This design comes from an exercise in tuning for small area on the open sky130 flow, not from production work.
In this exercise RTL edits were held to simulation tests only and were not proved equivalent to the original.
Power is estimated from default activity; no workload was simulated. The flow treats the clock pin as an ideal source, which a real chip does not have.

==> design.v <==
package dme_pkg;
  typedef enum logic [1:0] {IDLE, ARMED, PAIR} state_e;
  localparam logic MODE_X = 1'b0;
  localparam logic MODE_Y = 1'b1;
  localparam int DEF_SPACING_X   = 12;
  localparam int DEF_SPACING_Y   = 36;
  localparam int DEF_SPACING_TOL = 1;
  localparam int DEF_TIMEOUT     = 4095;
endpackage
module dme_moving_average #(
  parameter int ADC_W    = 12,
  parameter int AVG_LOG2 = 7,
  parameter int EN_DIV   = 100
) (
  input  logic             clk,
  input  logic             reset,
  input  logic             en,
  input  logic [ADC_W-1:0] in,
  output logic [ADC_W-1:0] out
);
  localparam int DEPTH = 1 << AVG_LOG2;
  localparam int SUM_W = ADC_W + AVG_LOG2;
  logic [ADC_W-1:0] oldest;
  logic [SUM_W-1:0] sum_q, sum_d;
  logic [SUM_W:0]   c;
  generate
    if (ADC_W == 12 && AVG_LOG2 == 7 && EN_DIV == 100) begin : g_ring
      localparam int L = 1536;
      logic [L-1:0] ring_q;
      logic         run_q;   
      always_ff @(posedge clk)
        if (reset)   run_q <= 1'b0;
        else if (en) run_q <= 1'b1;
      for (genvar p = 0; p < L; p++) begin : g_pos
        if (p % 512 < 4) begin : g_wr
          always_ff @(posedge clk)
            ring_q[p] <= en ? in[(p / 512) * 4 + p % 512] : ring_q[(p + L - 1) % L];
        end else if (p % 96 == 48) begin : g_clr
          always_ff @(posedge clk) ring_q[p] <= ring_q[p - 1] & run_q;
        end else begin : g_sh
          always_ff @(posedge clk) ring_q[p] <= ring_q[p - 1];
        end
      end
      for (genvar b = 0; b < ADC_W; b++) begin : g_tap
        assign oldest[b] = ring_q[((b / 4) * 512 + b % 4 + 511) % L];
      end
    end else begin : g_shift
      logic [DEPTH-1:0][ADC_W-1:0] win_q;
      always_ff @(posedge clk)
        if (reset)   win_q <= '0;
        else if (en) win_q <= {win_q[DEPTH-2:0], in};
      assign oldest = win_q[DEPTH-1];
    end
  endgenerate
  logic [ADC_W:0] dd, dc;
  always_comb begin
    dc[0] = 1'b1;
    for (int i = 0; i < ADC_W; i++) begin
      dd[i]   = in[i] ^ ~oldest[i] ^ dc[i];
      dc[i+1] = (in[i] & ~oldest[i]) | (in[i] & dc[i]) | (~oldest[i] & dc[i]);
    end
    dd[ADC_W] = ~dc[ADC_W];    
    c[0] = 1'b0;
    for (int i = 0; i < SUM_W; i++) begin
      logic k;
      k = en & ((i <= ADC_W) ? dd[i] : dd[ADC_W]);
      sum_d[i] = sum_q[i] ^ k ^ c[i];
      c[i+1]   = (sum_q[i] & k) | (sum_q[i] & c[i]) | (k & c[i]);
    end
  end
  assign out = sum_q[SUM_W-1:AVG_LOG2];
  always_ff @(posedge clk) begin
    if (reset) sum_q <= '0;
    else        sum_q <= sum_d;
  end
endmodule
module dme_pulse_pair_receiver #(
  parameter int CLK_DIV     = 100,
  parameter int ADC_W       = 12,
  parameter int AVG_LOG2    = 7,
  parameter int SPACING_X   = dme_pkg::DEF_SPACING_X,
  parameter int SPACING_Y   = dme_pkg::DEF_SPACING_Y,
  parameter int SPACING_TOL = dme_pkg::DEF_SPACING_TOL,
  parameter int TIMEOUT     = dme_pkg::DEF_TIMEOUT,
  parameter int CNT_W       = 32
) (
  input  logic             clk,
  input  logic             reset,
  input  logic             start,
  input  logic             mode,
  input  logic [ADC_W-1:0] threshold,
  input  logic [ADC_W-1:0] adc_signal,
  output logic             busy,
  output logic [CNT_W-1:0] p1,
  output logic             valid,
  output logic             timeout,
  output logic [ADC_W-1:0] env
);
  localparam int DIV_W = (CLK_DIV > 1) ? $clog2(CLK_DIV) : 1;
  localparam int EL_W  = $clog2(TIMEOUT + 1);
  localparam int MAX_S = (SPACING_Y > SPACING_X) ? SPACING_Y : SPACING_X;
  localparam int D_W   = $clog2(MAX_S + SPACING_TOL + 3);
  localparam logic [D_W-1:0] LO_X  = D_W'(SPACING_X - SPACING_TOL);
  localparam logic [D_W-1:0] HI_X  = D_W'(SPACING_X + SPACING_TOL);
  localparam logic [D_W-1:0] LO_Y  = D_W'(SPACING_Y - SPACING_TOL);
  localparam logic [D_W-1:0] HI_Y  = D_W'(SPACING_Y + SPACING_TOL);
  localparam logic [D_W-1:0] OUT_X = D_W'(SPACING_X + SPACING_TOL + 1);
  localparam logic [D_W-1:0] OUT_Y = D_W'(SPACING_Y + SPACING_TOL + 1);
  localparam logic [EL_W-1:0] TMO = EL_W'(TIMEOUT);
  dme_pkg::state_e  state_q;
  logic [DIV_W-1:0] div_q, div_next;
  logic             se, hit, edge_ev, above_q, mode_q;
  logic [EL_W-1:0]  elapsed_q, elapsed_inc, t1, p1_q;
  logic [D_W-1:0]   t1l_q, d;
  logic [EL_W-D_W-1:0] t1h;
  logic             valid_q, timeout_q;
  logic             in_win, past_win, tmo_hit;
  dme_moving_average #(.ADC_W(ADC_W), .AVG_LOG2(AVG_LOG2), .EN_DIV(CLK_DIV)) u_avg (
    .clk   (clk),
    .reset (reset),
    .en    (se),
    .in    (adc_signal),
    .out   (env)
  );
  generate
    if (CLK_DIV == 100) begin : g_lfsr
      assign se       = (div_q == 7'b1001011);
      assign div_next = {div_q[5:0], ~(div_q[6] ^ div_q[5])};
    end else begin : g_cnt
      assign se       = (div_q == DIV_W'(CLK_DIV - 1));
      assign div_next = div_q + DIV_W'(1);
    end
  endgenerate
  logic [ADC_W:0]  hc;
  logic [EL_W:0]   ec, bc;
  always_comb begin
    hc[0] = 1'b1;
    for (int i = 0; i < ADC_W; i++)
      hc[i+1] = (env[i] & ~threshold[i]) | (env[i] & hc[i]) | (~threshold[i] & hc[i]);
    ec[0] = 1'b1;
    for (int i = 0; i < EL_W; i++) begin
      elapsed_inc[i] = elapsed_q[i] ^ ec[i];
      ec[i+1]        = elapsed_q[i] & ec[i];
    end
    bc[0] = 1'b0;
    for (int i = 0; i < D_W; i++) begin
      d[i]    = elapsed_q[i] ^ t1l_q[i] ^ bc[i];
      bc[i+1] = (~elapsed_q[i] & t1l_q[i]) | (~elapsed_q[i] & bc[i]) | (t1l_q[i] & bc[i]);
    end
    for (int i = D_W; i < EL_W; i++) begin
      t1h[i-D_W] = elapsed_q[i] ^ bc[i];
      bc[i+1]    = ~elapsed_q[i] & bc[i];
    end
    t1 = {t1h, t1l_q};
  end
  assign hit      = hc[ADC_W];
  assign edge_ev  = hit & ~above_q;
  assign in_win   = mode_q ? (d >= LO_Y && d <= HI_Y) : (d >= LO_X && d <= HI_X);
  assign past_win = mode_q ? (d == OUT_Y) : (d == OUT_X);
  assign tmo_hit  = (elapsed_q == TMO);
  assign busy    = (state_q != dme_pkg::IDLE);
  assign p1      = CNT_W'(p1_q);
  assign valid   = valid_q;
  assign timeout = timeout_q;
  always_ff @(posedge clk) begin
    if (reset) begin
      div_q   <= '0;
      above_q <= 1'b0;
    end else begin
      div_q <= se ? '0 : div_next;
      if (se) above_q <= hit;
    end
  end
  always_ff @(posedge clk)
    if (se && edge_ev) t1l_q <= elapsed_q[D_W-1:0];
  always_ff @(posedge clk)
    if (state_q == dme_pkg::IDLE) elapsed_q <= '0;
    else if (se)                  elapsed_q <= elapsed_inc;
  always_ff @(posedge clk)
    if (state_q == dme_pkg::IDLE && start) mode_q <= mode;
  always_ff @(posedge clk) begin
    if (reset) begin
      state_q   <= dme_pkg::IDLE;
      p1_q      <= '0;
      valid_q   <= 1'b0;
      timeout_q <= 1'b0;
    end else begin
      valid_q   <= 1'b0;
      timeout_q <= 1'b0;
      unique case (state_q)
        dme_pkg::IDLE: if (start) state_q <= dme_pkg::ARMED;
        dme_pkg::ARMED: if (se) begin
          if (tmo_hit) begin
            timeout_q <= 1'b1;
            state_q   <= dme_pkg::IDLE;
          end else if (edge_ev) begin
            state_q <= dme_pkg::PAIR;
          end
        end
        dme_pkg::PAIR: if (se) begin
          if (edge_ev && in_win) begin
            p1_q    <= t1;
            valid_q <= 1'b1;
            state_q <= dme_pkg::IDLE;
          end else if (tmo_hit) begin
            timeout_q <= 1'b1;
            state_q   <= dme_pkg::IDLE;
          end else if (!edge_ev && past_win) begin
            state_q <= dme_pkg::ARMED;
          end
        end
        default: state_q <= dme_pkg::IDLE;
      endcase
    end
  end
endmodule
==> flow/run.sh <==
#!/bin/bash
# Own layout flow: the standard ORFS flow (standard.sh) with these changes:
#  - synthesis is synth_recipe.tcl unchanged except that its ABC call runs the
#    area-oriented script flow/area.abc (the registers are mapped before ABC,
#    so they come out the same as in the standard synthesis);
#  - port buffers are buf_1 (buffer_ports otherwise picks a 10 um2 delay buffer);
#  - the outputs tied to 0 (p1[31:12]) share one tie cell;
set -euo pipefail
here=$(pwd)
{
  cat <<'TCL'
proc abc {args} {
  set i [lsearch -exact $args -script]
  if { $i >= 0 } {
    set args [lreplace $args $i [expr {$i + 1}] -script $::env(MY_ABC_SCRIPT)]
  }
  yosys abc {*}$args
}
TCL
  cat synth_recipe.tcl
} > own_synth.tcl
sed "s#SYNTH_SCRIPT=[^ ]*#SYNTH_SCRIPT=$here/own_synth.tcl#" standard.sh > own_standard.sh
export MY_ABC_SCRIPT="$here/flow/area.abc"
export BUFFER_PORTS_ARGS="-buffer_cell sky130_fd_sc_hd__buf_1"
export SKIP_REPAIR_TIE_FANOUT=1
cts_args() {
  echo "-sink_clustering_enable -repair_clock_nets -dont_use_dummy_load -sink_clustering_size $1 -sink_clustering_max_diameter $2"
}
export CTS_ARGS="$(cts_args 38 80)"
bash own_standard.sh finish > standard.log 2>&1

export RES="$here/orfs/results/sky130hd/dme_pulse_pair_receiver/base"
export PLATFORM_DIR="$FLOW_HOME/platforms/sky130hd"
openroad -no_init -exit flow/clk_slew.tcl > clk_slew1.log 2>&1
slew=$(awk '/^CLK_PIN_SLEW_PS/ {print $2}' clk_slew1.log)
if [[ -z "$slew" ]] || awk -v s="$slew" 'BEGIN { exit !(s > 121) }'; then
  mkdir -p attempt1
  cp -r orfs/logs orfs/reports attempt1/
  bash own_standard.sh clean_cts clean_route clean_finish > standard_clean.log 2>&1
  export CTS_ARGS="$(cts_args 34 80)"
  bash own_standard.sh finish > standard2.log 2>&1
  openroad -no_init -exit flow/clk_slew.tcl > clk_slew2.log 2>&1
fi
==> flow/area.abc <==
strash
dc2
dch -f
map -a
amap
topo
==> flow/clk_slew.tcl <==
# Largest slew (ps) at a flip-flop clock pin of the finished layout, from ORFS's
# own extraction: the largest of early and late slews on either edge.
set p $::env(PLATFORM_DIR)
read_lef $p/lef/sky130_fd_sc_hd.tlef
read_lef $p/lef/sky130_fd_sc_hd_merged.lef
read_liberty $p/lib/sky130_fd_sc_hd__tt_025C_1v80.lib
read_db $::env(RES)/6_final.odb
read_sdc $::env(RES)/6_final.sdc
set_propagated_clock [all_clocks]
read_spef $::env(RES)/6_final.spef
set worst 0
foreach pin [all_registers -clock_pins -edge_triggered] {
  foreach edge {rise fall} {
    foreach an {min max} {
      set s [sta::time_ui_sta [get_property $pin slew_${an}_$edge]]
      if { $s > $worst } { set worst $s }
    }
  }
}
puts "CLK_PIN_SLEW_PS [expr {$worst * 1e12}]"
==> standard.sh <==
#!/bin/bash
# synth_recipe.tcl (not shown) runs the flow's synth.tcl, then flattens the netlist and writes it again
# the make line also repeats each setting of config.mk as NAME=value (left out here)
make -C /OpenROAD-flow-scripts/flow DESIGN_CONFIG=/design/flow/config.mk WORK_HOME=/design/flow/orfs CLKGATE_MAP_FILE= SYNTH_SCRIPT=/design/flow/synth_recipe.tcl "${@:-finish}"
==> config.mk <==
export PLATFORM = sky130hd
export DESIGN_NAME = dme_pulse_pair_receiver
export DESIGN_NICKNAME = dme_pulse_pair_receiver
export VERILOG_FILES = /design/flow/design.v
export SDC_FILE = /design/flow/constraint.sdc
export NUM_CORES = 4
export LEC_CHECK = 0
export CAP_MARGIN = 20
export CORE_MARGIN = 2
export CORE_UTILIZATION = 70
export SLEW_MARGIN = 20
==> constraint.sdc <==
create_clock -name core_clock -period 10.0 [get_ports {clk}]
set_input_delay 2.0000 -clock core_clock [delete_from_list [all_inputs] [get_ports {clk}]]
set_output_delay 2.0000 -clock core_clock [all_outputs]
set_load 0.01 [all_outputs]
==> metrics.csv, run 1 <==
metric,value,unit
outcome,"complete, no violations",
CTS Sinks,1599,
Final Hold Fails,0,
clock tree buffer depth,3,
layout cells sized above 1,3.000,%
Tcrit/Tclk final,96.77,%
global-route wire length before repair,64490,um
wire per inst,14.79,um
Synth Instances,1922,
required time of the critical path,10.52,ns
WL final,39410,um
Num CTS Buffers,53,
final hold slack,0.3089,ns
Syn Std Cell Area,34510,um2
GR met2 Demand/Resource,23.84,%
total track usage,16.09,%
crit path max fanout,2,
setup repair bufs after CTS,0,
core area,48850,um2
leakage,14.48,nW
antenna-violating nets left,0,
worst setup path category,primary input to flop,
Synth Net Count,2005,
count of different cell masters after synthesis,32,
# IOs,75,
# H-tree levels,2,
Min-Delay Path Class,flop to flop,
clock skew,0.04100,ns
Final setup violation count,0,
Syn. warnings,2,
TritonRoute pass-1 iters,5,
Antenna diodes,0,
PD cells,247.7,nW/um2
Slew Limit Fails,0,
average cell area after synthesis,17.95,um2
max-cap viol count,0,
met1 usage,24.70,%
Slew @ Worst Pin,0.7200,ns
Rows,81,
initial antenna violation count,1,
sequential share of the synthesized area,92.97,%
die width,226.0,um
# DRC,0,
GRT met3 Usage,2.680,%
Die Area,51090,um2
vias in the first global route,12010,
Tmin final,9.677,ns
worst skew pair latency,0.64,ns
global-route layer with the greatest usage,met1,
CTS tree,yes,
die height,226.0,um
area grow syn2layout,6.251,%
largest net degree at the start of global routing,45,
RSZ-0062 raised after global routing,false,
"Reg clk slew, reported paths",0.11,ns
initial core utilization,70.64,%
Crit. End Element,flop,
grt ovf,0,
relative slew slack,51.70,%
Critical Path Source Type,primary input,
Synth Register Bits,1599,
Fmax,0.1033,GHz
post-layout util,75.05,%
IR Drop Worst-Case VDD,0.2437,mV
port buffer count,54,
CTS Root Cell,clkbuf_16,
routed vias/inst,4.431,
worst path arrival time,10.19,ns
Worst R2R Setup Slack,1.42,ns
First DRT Iteration DRCs,588,
nets@finish,2085,
HPWL after DPL,19270,um
routability cong.,0.7829,
routed via count,11810,
## through the flow
step / cell area [um2] / instances / setup slack, ns / power (W) / TNS (ns)
after CTS: 36650 / 2664 / 0.3010 / 0.009154 / 0
after global placement: 35330 / 2611 / -0.1924 / 0.006599 / -0.1924
after global routing: 36660 / 2664 / 0.02848 / 0.009366 / 0
after detailed placement: 35330 / 2611 / -0.3408 / 0.006604 / -0.4696
after floorplan: 34510 / 1922 / 0.2196 / 0.006582 / 0
final: 36660 / 2664 / 0.3230 / 0.009080 / 0
## sequential cells by signal, indices dropped and copies added (netlist names)
name and cells:
u_avg.g_ring.ring_q 1536, u_avg.sum_q 19, elapsed_q 12, p1_q 12
div_q 7, t1l_q 6, state_q 2, above_q 1
mode_q 1, timeout_q 1, u_avg.g_ring.run_q 1, valid_q 1
## cell families after synthesis
group	after synthesis	share of synthesized area, %
AOI/OAI and AO/OA	79	1.458
adders and majority gates	55	2.712
buffers and inverters	91	1.338
DFF	1599	92.97
other	1	0.01087
and+or+nand+nor	97	1.508
## worst paths after layout
| check | start | endpoint | cells after the start |
|---|---|---|---|
| min reg2reg | u_avg.g_ring.ring_q[336] | u_avg.g_ring.ring_q[337] | 0 |
| min | u_avg.g_ring.ring_q[336] | u_avg.g_ring.ring_q[337] | 0 |
| max reg2reg | div_q[5] | u_avg.sum_q[18] | 27 |
| max | adc_signal[0] | u_avg.sum_q[18] | 26 |
## final cells by class
cell class | instances | area (um2)
flip-flops and latches | 1599 | 32080
multi-input cells | 232 | 1978
repair buffers | 57 | 225.2
clock buffers | 53 | 1326
well taps | 664 | 830.8
fillers | 2775 | 12190
inverters | 59 | 221.5
## power by group
part | switching, W | internal (W) | total (W)
sequential | 0.00000427 | 0.00638 | 0.00638
combinational | 0.0000541 | 0.0000248 | 0.0000789
clock | 0.00166 | 0.000963 | 0.00262
## per-layer routing
metal	share of wire, %	vias to the layer above	wire (um)
li1	-	6045	-
met1	52	5578	20660
met2	43	110	16760
met3	3.0	72	1169
met4	2.1	0	813
met5	0	-	0
## worst max-delay path: stages
cell      delay, ns
buf_1          0.08
clkinv_1       0.10
ha_1           0.22
clkinv_1       0.06
fa_1           0.39
nor2b_1        0.15
fa_1           0.41
fa_1           0.40
fa_2           0.39
fa_1           0.39
fa_1           0.39
fa_1           0.39
fa_1           0.40
fa_1           0.40
fa_1           0.39
fa_1           0.39
fa_1           0.41
fa_1           0.39
fa_1           0.38
fa_1           0.39
fa_1           0.39
fa_1           0.40
fa_1           0.43
nor2_1         0.14
a21oi_2        0.05
a211oi_1       0.23
## cells in the mapped netlist
cell	instances	area share [%]
a2111oi_0	1	0.025
a211oi_1	2	0.044
a21oi_1	30	0.44
a221o_1	2	0.058
a221oi_1	2	0.051
a222oi_1	2	0.058
a22o_1	2	0.051
a31oi_1	1	0.018
and3_1	3	0.054
and4b_1	1	0.029
buf_4	32	0.70
clkinv_1	59	0.64
conb_1	1	0.011
dfxtp_1	1592	92
edfxtp_1	7	0.61
fa_1	33	1.9
ha_1	22	0.80
nand2_1	4	0.044
nand3_1	2	0.029
nand3b_1	1	0.022
nand4_1	3	0.054
nor2_1	30	0.33
nor2b_1	46	0.83
nor3_1	4	0.058
nor3b_1	1	0.022
nor4_1	2	0.036
o21ai_0	24	0.35
o221a_1	7	0.23
o22a_1	2	0.051
o22ai_1	2	0.036
o311a_1	1	0.029
o32ai_1	1	0.025
## repair_timing
action / 4_1_cts / 5_1_grt
hold buffers: 0 / 0
endpoints found under the setup margin: 0 / 1
gates resized for setup: 0 / 3
## cell usage in the layout, fill, tap and decap left out, types with 3 or more instances in the layout
cell type  Yosys  final
ha_1          22     22
o221a_1        7      7
nor2b_1       46     46
buf_1          0     54
nand2_1        4      4
clkinv_1      59     59
and3_1         3      3
a21oi_1       30     29
clkbuf_16      0     53
nor2_1        30     30
fa_1          33     31
dfxtp_1     1592   1592
nand4_1        3      3
buf_4         32      3
o21ai_0       24     24
edfxtp_1       7      7
nor3_1         4      4
==> inputs of run 2 (changes only) <==
--- a/flow/run.sh
+++ b/flow/run.sh
@@ -28,3 +28,3 @@
 }
-export CTS_ARGS="$(cts_args 38 80)"
+export CTS_ARGS="$(cts_args 36 80)"
 bash own_standard.sh finish > standard.log 2>&1
--- a/config.mk
+++ b/config.mk
@@ -9,3 +9,3 @@
 export CORE_MARGIN = 2
-export CORE_UTILIZATION = 70
+export CORE_UTILIZATION = 65
 export SLEW_MARGIN = 20
==> run 2 against run 1 <==
Still clean. Sequential power barely moved. Design area rose by 0.15%. Clock skew rose by 0.024 ns. Area after synthesis did not move. Sequential cell count did not move. Wire length fell by 10%. Utilization fell by 5.2 points. Sequential share of layout area fell by 0.13 points. Total power barely moved. Critical path type unchanged. Critical endpoint unchanged.
==> metrics.csv, run 2 <==
metric,value,unit,change
CP dominant cell by count,fa_1,,
count of different cell masters after synthesis,32,,unchanged
Slew Limit Fails,0,,unchanged
worst setup path category,primary input to flop,,
Final Hold Fails,0,,unchanged
registers with the most flip-flops,"u_avg.g_ring.ring_q: 1536 flops, u_avg.sum_q: 19 flops",,
area grow syn2layout,6.407,%,
RR Endpoint,u_avg.sum_q[18],,
"commonest non-fill, non-tap cell in the layout",dfxtp_1,,
RSZ-0062 raised after global routing,false,,
initial antenna violation count,0,,-1
largest net degree at the start of global routing,59,,+31%
Crit path depth,26,,unchanged
routed via count,11790,,-0.10%
post-layout util,69.87,%,-5.2 points
share of the synthesized area in the top cell type,92.36,%,unchanged
Top Family by Delay on Critical Path,adder cells,,
outcome,"complete, no violations",,
worst r2r src,u_avg.g_ring.ring_q[511],,
Antenna diodes,0,,unchanged
Rows,84,,+3.7%
Crit. End Element,flop,,
# DRC,0,,unchanged
Worst R2R Setup Slack,1.60,ns,+0.18 ns
layout cells sized above 1,2.947,%,-0.053 points
Die Area,54940,um2,+7.6%
Crit-path slowest cell,fa_1,,
max FFs per register,1536,,unchanged
Num CTS Buffers,54,,+1.9%
Main synth FF type,dfxtp_1,,
Synth Net Count,2005,,unchanged
commonest cells in the netlist,"dfxtp_1, clkinv_1, nor2b_1",,
Bufs and invs on worst path,3,,unchanged
number of synthesized flops with an enable pin,7,,unchanged
antenna-violating nets left,0,,unchanged
nets@finish,2087,,+0.096%
Syn. warnings,2,,unchanged
TritonRoute pass-1 iters,4,,-1
# H-tree levels,2,,unchanged
Slew @ Worst Pin,0.7504,ns,+0.03032 ns
Min-Delay Path Class,flop to flop,,
relative slew slack,49.45,%,-2.3 points
"Reg clk slew, reported paths",0.11,ns,about the same
most frequent cells in the layout,"dfxtp_1, clkinv_1, clkbuf_16, buf_1, nor2b_1",,
most common cell in the netlist,dfxtp_1,,
port buffer count,54,,unchanged
clock tree buffer depth,3,,unchanged
# IOs,75,,unchanged
total track usage,13.17,%,-2.9 points
vias in the first global route,11410,,-5.0%
average cell area after synthesis,17.95,um2,unchanged
First DRT Iteration DRCs,547,,-7.0%
Placement Setup Slack,-0.2090,ns,+0.1318 ns
hold path depth,0,,unchanged
HPWL after DPL,18330,um,-4.8%
asr flop ratio synth,0,%,unchanged
grt ovf,0,,unchanged
required time of the critical path,10.51,ns,about the same
Hold Path End,u_avg.g_ring.ring_q[657],,
IR Drop Worst-Case VDD,0.2061,mV,-15%
CTS Root Cell,clkbuf_16,,
Syn Std Cell Area,34510,um2,unchanged
initial core utilization,65.66,%,-5.0 points
routability cong.,0.7612,,-2.8%
core area,52550,um2,+7.6%
worst skew pair latency,0.63,ns,about the same
Synth Instances,1922,,unchanged
# hold bufs at CTS,0,,unchanged
WL final,35380,um,-10%
setup repair bufs after CTS,0,,unchanged
cts repair resizes,0,,unchanged
Final WS setup,0.4060,ns,+0.08299 ns
routed vias/inst,4.384,,-1.1%
leakage,14.50,nW,+0.13%
worst path arrival time,10.11,ns,-0.08 ns
Max stage delay on crit path,0.43,ns,about the same
# fillers,3482,,+25%
CTS Sinks,1599,,unchanged
Final setup violation count,0,,unchanged
Critical Path Source Type,primary input,,
global-route wire length before repair,58040,um,-10%
Fmax,0.1042,GHz,+0.87%
clock skew,0.06506,ns,+0.02406 ns
CTS tree,yes,,
die height,234.4,um,+3.7%
Largest Register,u_avg.g_ring.ring_q,,
die width,234.4,um,+3.7%
Tmin final,9.594,ns,-0.08299 ns
reg2reg path depth,24,,-11%
max-cap viol count,0,,unchanged
wire per inst,13.15,um,-11%
leading area contributor after synthesis,dfxtp_1,,
PD cells,247.3,nW/um2,-0.14%
largest cells by area after synthesis,"dfxtp_1, fa_1, nor2b_1",,
hold_sp,u_avg.g_ring.ring_q[656],,
sequential share of the synthesized area,92.97,%,unchanged
Synth Register Bits,1599,,unchanged
Tcrit/Tclk final,95.94,%,-0.83 points
crit path max fanout,2,,unchanged
==> run 2: area by class of cell <==
cell class	count	area, um2	share of cell area, %
flip-flops and latches	1599	32080	87.37
clock buffers	54	1351	3.680
repair buffers	58	232.7	0.6338
well taps	688	860.8	2.345
multi-input cells	232	1969	5.364
inverters	59	221.5	0.6032
==> run 2: worst register-to-register path: cells and delay by family, from the launching register on <==
| kind | cells | cell delay, ns |
|---|---|---|
| flops | 1 | 0.34 |
| fa+ha+maj | 19 | 7.32 |
| simple gates | 2 | 0.21 |
| buf+inv | 1 | 0.07 |
| compound gates | 2 | 0.38 |
==> run 2: power by group <==
part           internal (W)  switching [W]
Clock              0.000978        0.00164
Sequential          0.00638     0.00000403
Combinational     0.0000253      0.0000567
==> run 2: kinds of logic after synthesis <==
family	count (synthesis)	synth area share, %
AO/OA/AOI/OAI	79	1.458
buffers and inverters	91	1.338
flip-flops	1599	92.97
AND/OR/NAND/NOR	97	1.508
adder cells (fa/ha/maj)	55	2.712
other	1	0.01087
==> run 2: layer usage <==
layer  wire length (um)  GRT usage (%)
met1              19940          21.38
met2              13410          17.58
met3               1283          2.821
met4                753          4.147
met5                  0              0
==> run 2: worst max-delay path by stage <==
| stage | startpoint | end | slack (ns) |
|---|---|---|---|
| detailed placement | adc_signal[0] | u_avg.sum_q[18] | -0.21 |
| global route | adc_signal[0] | u_avg.sum_q[18] | 0.13 |
| floorplan | adc_signal[0] | u_avg.sum_q[18] | 0.22 |
| finish | adc_signal[0] | u_avg.sum_q[18] | 0.41 |
| global placement | adc_signal[0] | u_avg.sum_q[18] | -0.17 |
| CTS | adc_signal[0] | u_avg.sum_q[18] | 0.44 |
==> run 2: metrics by stage <==
step	TNS [ns]	area (um2)	total power (W)	hold slack, ns	std cells
final	0	36720	0.009081	0.2586	2690
after global routing	0	36720	0.009388	0.2554	2690
after CTS	0	36720	0.009178	0.2580	2690
after detailed placement	-0.2142	35370	0.006606	0.3121	2636
after global placement	-0.1674	35370	0.006600	0.3106	2636
after floorplan	0	34510	0.006582	0.3096	1922
==> inputs of run 3 (changes only) <==
--- a/flow/run.sh
+++ b/flow/run.sh
@@ -35,3 +35,3 @@
 slew=$(awk '/^CLK_PIN_SLEW_PS/ {print $2}' clk_slew1.log)
-if [[ -z "$slew" ]] || awk -v s="$slew" 'BEGIN { exit !(s > 121) }'; then
+if [[ -z "$slew" ]] || awk -v s="$slew" 'BEGIN { exit !(s > 124) }'; then
   mkdir -p attempt1
==> run 3 against run 2 <==
Critical path depth stayed put. Area after synthesis unchanged. Count of clock-buffer cells in the layout fell by 3. Design area is 0.20% lower. Global-route usage decreased by 0.099 points. Non-clock buffer count stayed put. Largest power group unchanged. Highest routed layer unchanged.
==> metrics.csv, run 3 <==
metric,value,unit,change
Main synth FF type,dfxtp_1,,
crit path max fanout,2,,unchanged
# IOs,75,,unchanged
"commonest non-fill, non-tap cell in the layout",dfxtp_1,,
registers with the most flip-flops,"u_avg.g_ring.ring_q: 1536 flops, u_avg.sum_q: 19 flops",,
setup repair bufs after CTS,0,,unchanged
fin cells,2687,,-0.11%
worst setup path category,primary input to flop,,
Rows,84,,unchanged
routed vias/inst,4.362,,-0.50%
Max stage delay on crit path,0.43,ns,about the same
First DRT Iteration DRCs,529,,-3.3%
Sequential Power Share,70.7,%,+0.4 points
Largest Register,u_avg.g_ring.ring_q,,
worst skew pair latency,0.61,ns,-0.02 ns
vias in the first global route,11390,,-0.18%
Tmin final,9.597,ns,+0.002932 ns
GRT met3 Usage,2.578,%,-0.24 points
# DRC,0,,unchanged
Crit-path slowest cell,fa_1,,
clock skew,0.03491,ns,-0.03015 ns
CP dominant cell by count,fa_1,,
Slew Limit Fails,0,,unchanged
switching part of the total,18.72,%,about the same
Synth Register Bits,1599,,unchanged
TritonRoute pass-1 iters,4,,unchanged
Final WS setup,0.4031,ns,-0.002932 ns
share of the synthesized area in the top cell type,92.36,%,unchanged
Critical Path Source Type,primary input,,
count of different cell masters after synthesis,32,,unchanged
CTS tree,yes,,
Fmax,0.1042,GHz,about the same
relative slew slack,49.96,%,+0.52 points
Slew @ Worst Pin,0.7427,ns,-0.007674 ns
routability cong.,0.7612,,unchanged
CTS Sinks,1599,,unchanged
max FFs per register,1536,,unchanged
dpl cells,2636,,unchanged
RR Endpoint,u_avg.sum_q[18],,
wire per inst,13.06,um,-0.67%
max-cap viol count,0,,unchanged
global-route wire length before repair,57700,um,-0.58%
leakage,14.46,nW,-0.26%
Placement Setup Slack,-0.2090,ns,unchanged
Final setup violation count,0,,unchanged
Psw,0.001689,W,-0.75%
Synth Instances,1922,,unchanged
Top Family by Delay on Critical Path,adder cells,,
commonest cells in the netlist,"dfxtp_1, clkinv_1, nor2b_1",,
area grow syn2layout,6.190,%,
Final Hold Fails,0,,unchanged
asr flop ratio synth,0,%,unchanged
port buffer count,54,,unchanged
largest cells by area after synthesis,"dfxtp_1, fa_1, nor2b_1",,
total track usage,13.07,%,-0.099 points
sequential share of the synthesized area,92.97,%,unchanged
average cell area after synthesis,17.95,um2,unchanged
reg2reg path depth,24,,unchanged
WL final,35100,um,-0.79%
die height,234.4,um,unchanged
hold path depth,0,,unchanged
antenna-violating nets left,0,,unchanged
Comb pwr share,0.9,%,about the same
post-layout util,69.73,%,-0.14 points
cts repair resizes,0,,unchanged
routed via count,11720,,-0.61%
initial core utilization,65.66,%,unchanged
Tcrit/Tclk final,95.97,%,about the same
RSZ-0062 raised after global routing,false,,
Num CTS Buffers,51,,-5.6%
IR Drop Worst-Case VDD,0.1816,mV,-12%
die width,234.4,um,unchanged
global-route layer with the greatest usage,met1,,
Synth Net Count,2005,,unchanged
"Reg clk slew, reported paths",0.12,ns,about the same
Bufs and invs on worst path,3,,unchanged
Setup TNS,0,ns,unchanged
Clk pwr share,28.3,%,-0.5 points
clock tree buffer depth,3,,unchanged
leading area contributor after synthesis,dfxtp_1,,
CTS Root Cell,clkbuf_16,,
Die Area,54940,um2,unchanged
worst r2r src,u_avg.g_ring.ring_q[511],,
grt ovf,0,,unchanged
largest net degree at the start of global routing,59,,unchanged
Min-Delay Path Class,flop to flop,,
most frequent cells in the layout,"dfxtp_1, clkinv_1, buf_1",,
required time of the critical path,10.50,ns,about the same
layout cells sized above 1,2.801,%,-0.15 points
HPWL after DPL,18330,um,unchanged
PD cells,246.2,nW/um2,-0.47%
Int Pwr,0.007331,W,-0.65%
number of synthesized flops with an enable pin,7,,unchanged
# hold bufs at CTS,0,,unchanged
core area,52550,um2,unchanged
Hold Path End,u_avg.g_ring.ring_q[122],,
met1 usage,21.30,%,-0.075 points
GR met2 Demand/Resource,17.37,%,-0.21 points
nets@finish,2084,,-0.14%
hold_sp,u_avg.g_ring.ring_q[121],,
Syn Std Cell Area,34510,um2,unchanged
Crit. End Element,flop,,
initial antenna violation count,0,,unchanged
Antenna diodes,0,,unchanged
worst path arrival time,10.10,ns,about the same
most common cell in the netlist,dfxtp_1,,
Worst R2R Setup Slack,1.60,ns,about the same
# H-tree levels,2,,unchanged
outcome,"complete, no violations",,
Syn. warnings,2,,unchanged
run 3: cell count changes in the layout (fill, tap and decap cells not counted), sizes merged:
cell | before | now
clkbuf | 54 | 51
run 3: area by class of cell:
| cell class | instances | area, um2 |
|---|---|---|
| clock buffer | 51 | 1276 |
| fill | 3505 | 15910 |
| inverter | 59 | 221.5 |
| multi-input combinational | 232 | 1969 |
| sequential | 1599 | 32080 |
| tap | 688 | 860.8 |
| timing repair buffer | 58 | 232.7 |
run 3: cell families (layout without fill, tap and decap cells):
logic type / Yosys count / in the layout / synth area share, %
buf+inv: 91 / 168 / 1.338
other cells: 1 / 1 / 0.01087
flops: 1599 / 1599 / 92.97
compound gates: 79 / 79 / 1.458
fa+ha+maj: 55 / 55 / 2.712
simple gates: 97 / 97 / 1.508
run 3: worst max path at each step:
stage	to	slack, ns	startpoint	cells past startpoint
floorplan	u_avg.sum_q[18]	0.22	adc_signal[0]	25
global placement	u_avg.sum_q[18]	-0.17	adc_signal[0]	26
detailed placement	u_avg.sum_q[18]	-0.21	adc_signal[0]	26
CTS	u_avg.sum_q[18]	0.44	adc_signal[0]	26
global route	u_avg.sum_q[18]	0.12	adc_signal[0]	26
finish	u_avg.sum_q[18]	0.40	adc_signal[0]	26
run 3: stage by stage:
step	instance area [um2]	hold slack [ns]	total power [W]
final	36640	0.3057	0.009020
after global routing	36640	0.3231	0.009324
after CTS	36640	0.3083	0.009109
after detailed placement	35370	0.3121	0.006606
after global placement	35370	0.3106	0.006600
after floorplan	34510	0.3096	0.006582
run 3: layer usage:
| layer | vias up | routed length, um |
|---|---|---|
| met4 | 0 | 825 |
| met2 | 102 | 13160 |
| met5 | - | 0 |
| li1 | 6029 | - |
| met1 | 5534 | 19960 |
| met3 | 56 | 1161 |
run 3: power groups by stage:
stage / Sequential (W) / Clock (W) / Combinational (W)
finish: 0.00638 / 0.00256 / 0.0000822
global route: 0.00638 / 0.00285 / 0.0000949
CTS: 0.00638 / 0.00265 / 0.0000821
detailed placement: 0.00653 / 0 / 0.0000811
global placement: 0.00652 / 0 / 0.0000754
floorplan: 0.00652 / 0 / 0.0000579

port drivers added, routing unchanged:
No port has a modelled driver above. Below, the same layouts with a new extraction and two added sets of constraints.
Step 1 assumes that a clkbuf_16 drives the clock port and a buf_2 every other input.
Step 2 moves the port delays by t, midway between the first and last clock arrival at a register: inputs arrive t later, outputs are due t later. That takes back most of the time a late clock gives input paths.
Three values: ideal, step 1, step 2; two values: the first two.
run	t, ns	setup WS [ns]	latest minus earliest clock arrival (ns)	worst register clock-pin slew, ns	worst data-port slew with drivers (ns)
run 1	0.674	0.323 / 0.350 / -0.324	0.055 / 0.054	0.12 / 0.12	0.07
run 2	0.652	0.406 / 0.441 / -0.211	0.067 / 0.068	0.12 / 0.12	0.05
run 3	0.657	0.403 / 0.439 / -0.218	0.048 / 0.048	0.12 / 0.12	0.05
Met with ideal ports but missed after step 2: setup timing in every run listed. The setup slack of run 1, which loses most, moves by +0.027 ns with the drivers and by -0.647 ns with both steps.
